From an optimization exercise on the open Yosys and OpenROAD flow, aimed at a short achievable clock period and few clock cycles; shortcuts taken in it are not production practice. Only simulation tests tie the RTL to the original design; equivalence was not proved. The clock port is modelled as an ideal driver, which makes a skipped or thinned clock tree look cheaper than it is; a real chip needs a root buffer or a tree. Power is estimated from default activity; no workload was simulated.

// lsu_top
module lsu_top (
  input  logic             clk,
  input  logic             nrst,
  input  logic             req_valid,
  input  logic [2:0]       req_op,
  input  logic [31:0]      req_addr,
  input  logic [31:0]      req_wdata,
  input  logic             rsp_credit,
  output logic             req_credit,
  output logic             rsp_valid,
  output logic [31:0]      rsp_data
);
  logic        in_ld;
  logic        in_st;
  logic [2:0]  in_op;
  logic [7:0]  in_addr;
  logic [7:0]  in_whi;
  logic [7:0]  in_wlo;
  logic [3:0]  in_be;
  logic [31:0] in_wdata;
  logic        in_sb;
  logic        in_sh;
  logic        ld_valid;
  logic [31:0] ld_word;
  logic [1:0]  ld_lane;
  logic        ld_w;
  logic        ld_h;
  logic        ld_sx;
  logic        rsp_sent;
  lsu_request_queue u_request_queue (
    .clk        (clk),
    .nrst       (nrst),
    .req_valid  (req_valid),
    .req_op     (req_op),
    .req_addr   (req_addr),
    .req_wdata  (req_wdata),
    .rsp_sent   (rsp_sent),
    .in_ld      (in_ld),
    .in_st      (in_st),
    .in_op      (in_op),
    .in_addr    (in_addr),
    .in_whi     (in_whi),
    .in_wlo     (in_wlo),
    .in_be      (in_be),
    .in_wdata   (in_wdata),
    .in_sb      (in_sb),
    .in_sh      (in_sh),
    .req_credit (req_credit)
  );
  lsu_mem_stage u_mem_stage (
    .clk        (clk),
    .nrst       (nrst),
    .in_ld      (in_ld),
    .in_op      (in_op),
    .in_addr    (in_addr),
    .in_whi     (in_whi),
    .in_wlo     (in_wlo),
    .in_be      (in_be),
    .in_wdata   (in_wdata),
    .in_sb      (in_sb),
    .in_sh      (in_sh),
    .ld_valid   (ld_valid),
    .ld_word    (ld_word),
    .ld_lane    (ld_lane),
    .ld_w       (ld_w),
    .ld_h       (ld_h),
    .ld_sx      (ld_sx)
  );
  lsu_load_return u_load_return (
    .clk        (clk),
    .nrst       (nrst),
    .ld_valid   (ld_valid),
    .ld_word    (ld_word),
    .ld_lane    (ld_lane),
    .ld_w       (ld_w),
    .ld_h       (ld_h),
    .ld_sx      (ld_sx),
    .rsp_credit (rsp_credit),
    .rsp_sent   (rsp_sent),
    .rsp_valid  (rsp_valid),
    .rsp_data   (rsp_data)
  );
endmodule
Size: ~5700 cells after synthesis, roughly 110 I/O pins.
Settings: LEC_CHECK=0, ABC_CLOCK_PERIOD_IN_PS=1950, CAP_MARGIN=20, CORE_MARGIN=2, CORE_UTILIZATION=40, SETUP_SLACK_MARGIN=3.55, SLEW_MARGIN=20; clock period 5.5 ns.
standard.sh (not shown) runs the stock make flow with config.mk's settings and CLKGATE_MAP_FILE= SYNTH_SCRIPT=/design/flow/synth_recipe.tcl, a recipe that flattens the netlist after the stock synthesis.
==> flow/flow/run.sh <==
#!/bin/bash
# Standard layout, except the clock tree: flow/mytree.tcl replaces
# clock_tree_synthesis with a shallow balanced tree (clock port -> 4 root
# buffers -> mid buffers -> leaf buffers -> clusters of ~24 flip-flops).
set -euo pipefail
WORK=$(pwd)
export PRE_CTS_TCL=$WORK/flow/mytree.tcl
export CTSX_LEAF_N=24
export CTSX_MID_N=8
export CTSX_ROOT_BUF=sky130_fd_sc_hd__buf_16
bash standard.sh finish > "$WORK/standard_flow.log" 2>&1
==> flow/flow/mytree.tcl <==
# Balanced clock tree: the clock port feeds 4 root buffers, each root feeds
# mid buffers, each mid feeds leaf buffers, each leaf a cluster of flip-flops.
# Sourced as PRE_CTS_TCL; replaces clock_tree_synthesis.

proc ctsx_bisect {pts maxn} {
  if {[llength $pts] <= $maxn} { return [list $pts] }
  set xs {}; set ys {}
  foreach p $pts { lappend xs [lindex $p 0]; lappend ys [lindex $p 1] }
  set xs [lsort -integer $xs]; set ys [lsort -integer $ys]
  set dx [expr {[lindex $xs end] - [lindex $xs 0]}]
  set dy [expr {[lindex $ys end] - [lindex $ys 0]}]
  set k [expr {$dx >= $dy ? 0 : 1}]
  set s [lsort -integer -index $k $pts]
  set h [expr {[llength $s] / 2}]
  return [concat [ctsx_bisect [lrange $s 0 [expr {$h - 1}]] $maxn] \
                 [ctsx_bisect [lrange $s $h end] $maxn]]
}

proc ctsx_centroid {pts} {
  set sx 0; set sy 0
  foreach p $pts { set sx [expr {$sx + [lindex $p 0]}]; set sy [expr {$sy + [lindex $p 1]}] }
  set n [llength $pts]
  return [list [expr {$sx / $n}] [expr {$sy / $n}]]
}

proc ctsx_place {inst xy} {
  set m [$inst getMaster]
  set x [expr {[lindex $xy 0] - [$m getWidth] / 2}]
  set y [expr {[lindex $xy 1] - [$m getHeight] / 2}]
  $inst setLocation $x $y
  $inst setPlacementStatus PLACED
}

proc ctsx_build {} {
  set db [ord::get_db]
  set block [ord::get_db_block]
  set leafn [expr {[info exists ::env(CTSX_LEAF_N)] ? $::env(CTSX_LEAF_N) : 24}]
  set nroot [expr {[info exists ::env(CTSX_NROOT)] ? $::env(CTSX_NROOT) : 4}]
  set leafm [$db findMaster [expr {[info exists ::env(CTSX_LEAF_BUF)] ? $::env(CTSX_LEAF_BUF) : "sky130_fd_sc_hd__clkbuf_16"}]]
  set rootm [$db findMaster [expr {[info exists ::env(CTSX_ROOT_BUF)] ? $::env(CTSX_ROOT_BUF) : "sky130_fd_sc_hd__clkbuf_16"}]]
  set clk [$block findNet clk]
  set sinks {}
  foreach it [$clk getITerms] {
    set bb [[$it getInst] getBBox]
    lappend sinks [list [expr {([$bb xMin] + [$bb xMax]) / 2}] [expr {([$bb yMin] + [$bb yMax]) / 2}] $it]
  }
  puts "ctsx: [llength $sinks] sinks"
  set clusters [ctsx_bisect $sinks $leafn]
  set leaves {}
  set i 0
  foreach c $clusters {
    set inst [odb::dbInst_create $block $leafm "ctsx_leaf_$i"]
    set net [odb::dbNet_create $block "ctsx_leafnet_$i"]
    $net setSigType CLOCK
    [$inst findITerm X] connect $net
    foreach p $c {
      set it [lindex $p 2]
      $it disconnect
      $it connect $net
    }
    set xy [ctsx_centroid $c]
    ctsx_place $inst $xy
    lappend leaves [list [lindex $xy 0] [lindex $xy 1] [$inst findITerm A]]
    incr i
  }
  puts "ctsx: $i leaf buffers"
  set midn [expr {[info exists ::env(CTSX_MID_N)] ? $::env(CTSX_MID_N) : 0}]
  if {$midn > 0} {
    set midm [$db findMaster [expr {[info exists ::env(CTSX_MID_BUF)] ? $::env(CTSX_MID_BUF) : "sky130_fd_sc_hd__clkbuf_16"}]]
    set mgroups [ctsx_bisect $leaves $midn]
    set mids {}
    set k 0
    foreach g $mgroups {
      set inst [odb::dbInst_create $block $midm "ctsx_mid_$k"]
      set net [odb::dbNet_create $block "ctsx_midnet_$k"]
      $net setSigType CLOCK
      [$inst findITerm X] connect $net
      foreach p $g { [lindex $p 2] connect $net }
      set xy [ctsx_centroid $g]
      ctsx_place $inst $xy
      lappend mids [list [lindex $xy 0] [lindex $xy 1] [$inst findITerm A]]
      incr k
    }
    puts "ctsx: $k mid buffers"
    set leaves $mids
  }
  set per [expr {int(ceil(double([llength $leaves]) / $nroot))}]
  set groups [ctsx_bisect $leaves $per]
  set j 0
  foreach g $groups {
    set inst [odb::dbInst_create $block $rootm "ctsx_root_$j"]
    set net [odb::dbNet_create $block "ctsx_rootnet_$j"]
    $net setSigType CLOCK
    [$inst findITerm X] connect $net
    foreach p $g { [lindex $p 2] connect $net }
    ctsx_place $inst [ctsx_centroid $g]
    [$inst findITerm A] connect $clk
    incr j
  }
  $clk setSigType CLOCK
  puts "ctsx: $j root buffers"
}

ctsx_build
set_propagated_clock [all_clocks]
proc clock_tree_synthesis {args} { puts "ctsx: clock_tree_synthesis skipped" }
Testbench counts at the start, summed over its fixed seeds: cycles 6,440.
Then changed:
--- a/flow/flow/run.sh
+++ b/flow/flow/run.sh
@@ -4 +4,2 @@
-# buffers -> mid buffers -> leaf buffers -> clusters of ~24 flip-flops).
+# inverters -> mid inverters -> leaf buffers -> clusters of ~24 flip-flops;
+# two inversions, so every flip-flop sees the clock's own rising edge).
@@ -10 +11,4 @@
-export CTSX_ROOT_BUF=sky130_fd_sc_hd__buf_16
+export CTSX_ROOT_BUF=sky130_fd_sc_hd__clkinv_16
+export CTSX_MID_BUF=sky130_fd_sc_hd__clkinv_4
+export CTSX_LEAF_BUF=sky130_fd_sc_hd__clkbuf_16
+export MAX_REPAIR_ANTENNAS_ITER_DRT=12
--- a/flow/flow/mytree.tcl
+++ b/flow/flow/mytree.tcl
@@ -1,2 +1,2 @@
-# Balanced clock tree: the clock port feeds 4 root buffers, each root feeds
-# mid buffers, each mid feeds leaf buffers, each leaf a cluster of flip-flops.
+# Balanced clock tree: the clock port feeds 4 root cells, each root feeds mid
+# cells, each mid feeds leaf cells, each leaf a cluster of flip-flops.
@@ -33,0 +34,7 @@
+proc ctsx_out {inst} {
+  foreach it [$inst getITerms] {
+    if {[$it isOutputSignal]} { return $it }
+  }
+  error "no output on [$inst getName]"
+}
+
@@ -55 +62 @@
-    [$inst findITerm X] connect $net
+    [ctsx_out $inst] connect $net
@@ -77 +84 @@
-      [$inst findITerm X] connect $net
+      [ctsx_out $inst] connect $net
@@ -94 +101 @@
-    [$inst findITerm X] connect $net
+    [ctsx_out $inst] connect $net
@@ -106,0 +114 @@
+proc repair_clock_inverters {args} { puts "ctsx: repair_clock_inverters skipped" }
After rerunning:
- worst hold slack hardly moves
- design area decreases by 0.73%
- setup slack gains 0.097 ns
- clock skew rose by 0.0079 ns
- cell count barely changes
- total power is lower by 2.5%
- wire length shrinks by 0.55%
- via count is about the same
- core utilization came out lower by 0.33 points
- critical path depth is unchanged
- clock power falls by about 7%
Then changed:
--- a/flow/flow/run.sh
+++ b/flow/flow/run.sh
@@ -12 +12 @@
-export CTSX_MID_BUF=sky130_fd_sc_hd__clkinv_4
+export CTSX_MID_BUF=sky130_fd_sc_hd__clkinv_8
@@ -14 +13,0 @@
-export MAX_REPAIR_ANTENNAS_ITER_DRT=12
--- a/flow/flow/mytree.tcl
+++ b/flow/flow/mytree.tcl
@@ -1,2 +1,2 @@
-# Balanced clock tree: the clock port feeds 4 root cells, each root feeds mid
-# cells, each mid feeds leaf cells, each leaf a cluster of flip-flops.
+# Two-level clock tree: the clock port feeds a few root buffers, each root
+# feeds leaf buffers, each leaf feeds a cluster of nearby flip-flops.
Now the flow reached the layout checks and failed them: antenna rules.
Die area stays the same.
Register-to-register slack stays flat.
Flip-flop and latch count does not change.
Sequential share of layout area fell by 0.32 points.
First-iteration DRC count came out higher by 2.7%.
Cell area went up by 0.46%.
No run of this note takes its clock network from TritonCTS; it comes from the design's own scripts or RTL.

port drivers added, routing unchanged:
The results above use ideal ports. As a check the final layouts listed here were re-extracted and re-timed, cells and wires unchanged.
Step 1, drivers: a clkbuf_16 drives clk and a buf_2 each remaining input, both assumed.
Step 2, shift: input delay + t, output delay - t, t = (earliest + latest rising clock arrival at the registers) / 2. This alone moves slack from input paths to output paths.
Three values: no drivers, after step 1, after step 2; two values: the first two.
run	t (ns)	setup WS [ns]	hold slack, ns	worst setup path at the end
the first run	0.757	3.348 / 3.156 / 2.984	0.307 / 0.307 / 0.307	input to register
the second run	0.780	3.446 / 3.127 / 3.026	0.307 / 0.307 / 0.307	input to register
the third run	0.778	3.455 / 3.136 / 2.992	0.308 / 0.308 / 0.308	input to register
For the third run, which loses most, drivers alone change the setup slack by -0.319 ns; drivers and shift together by -0.463 ns.
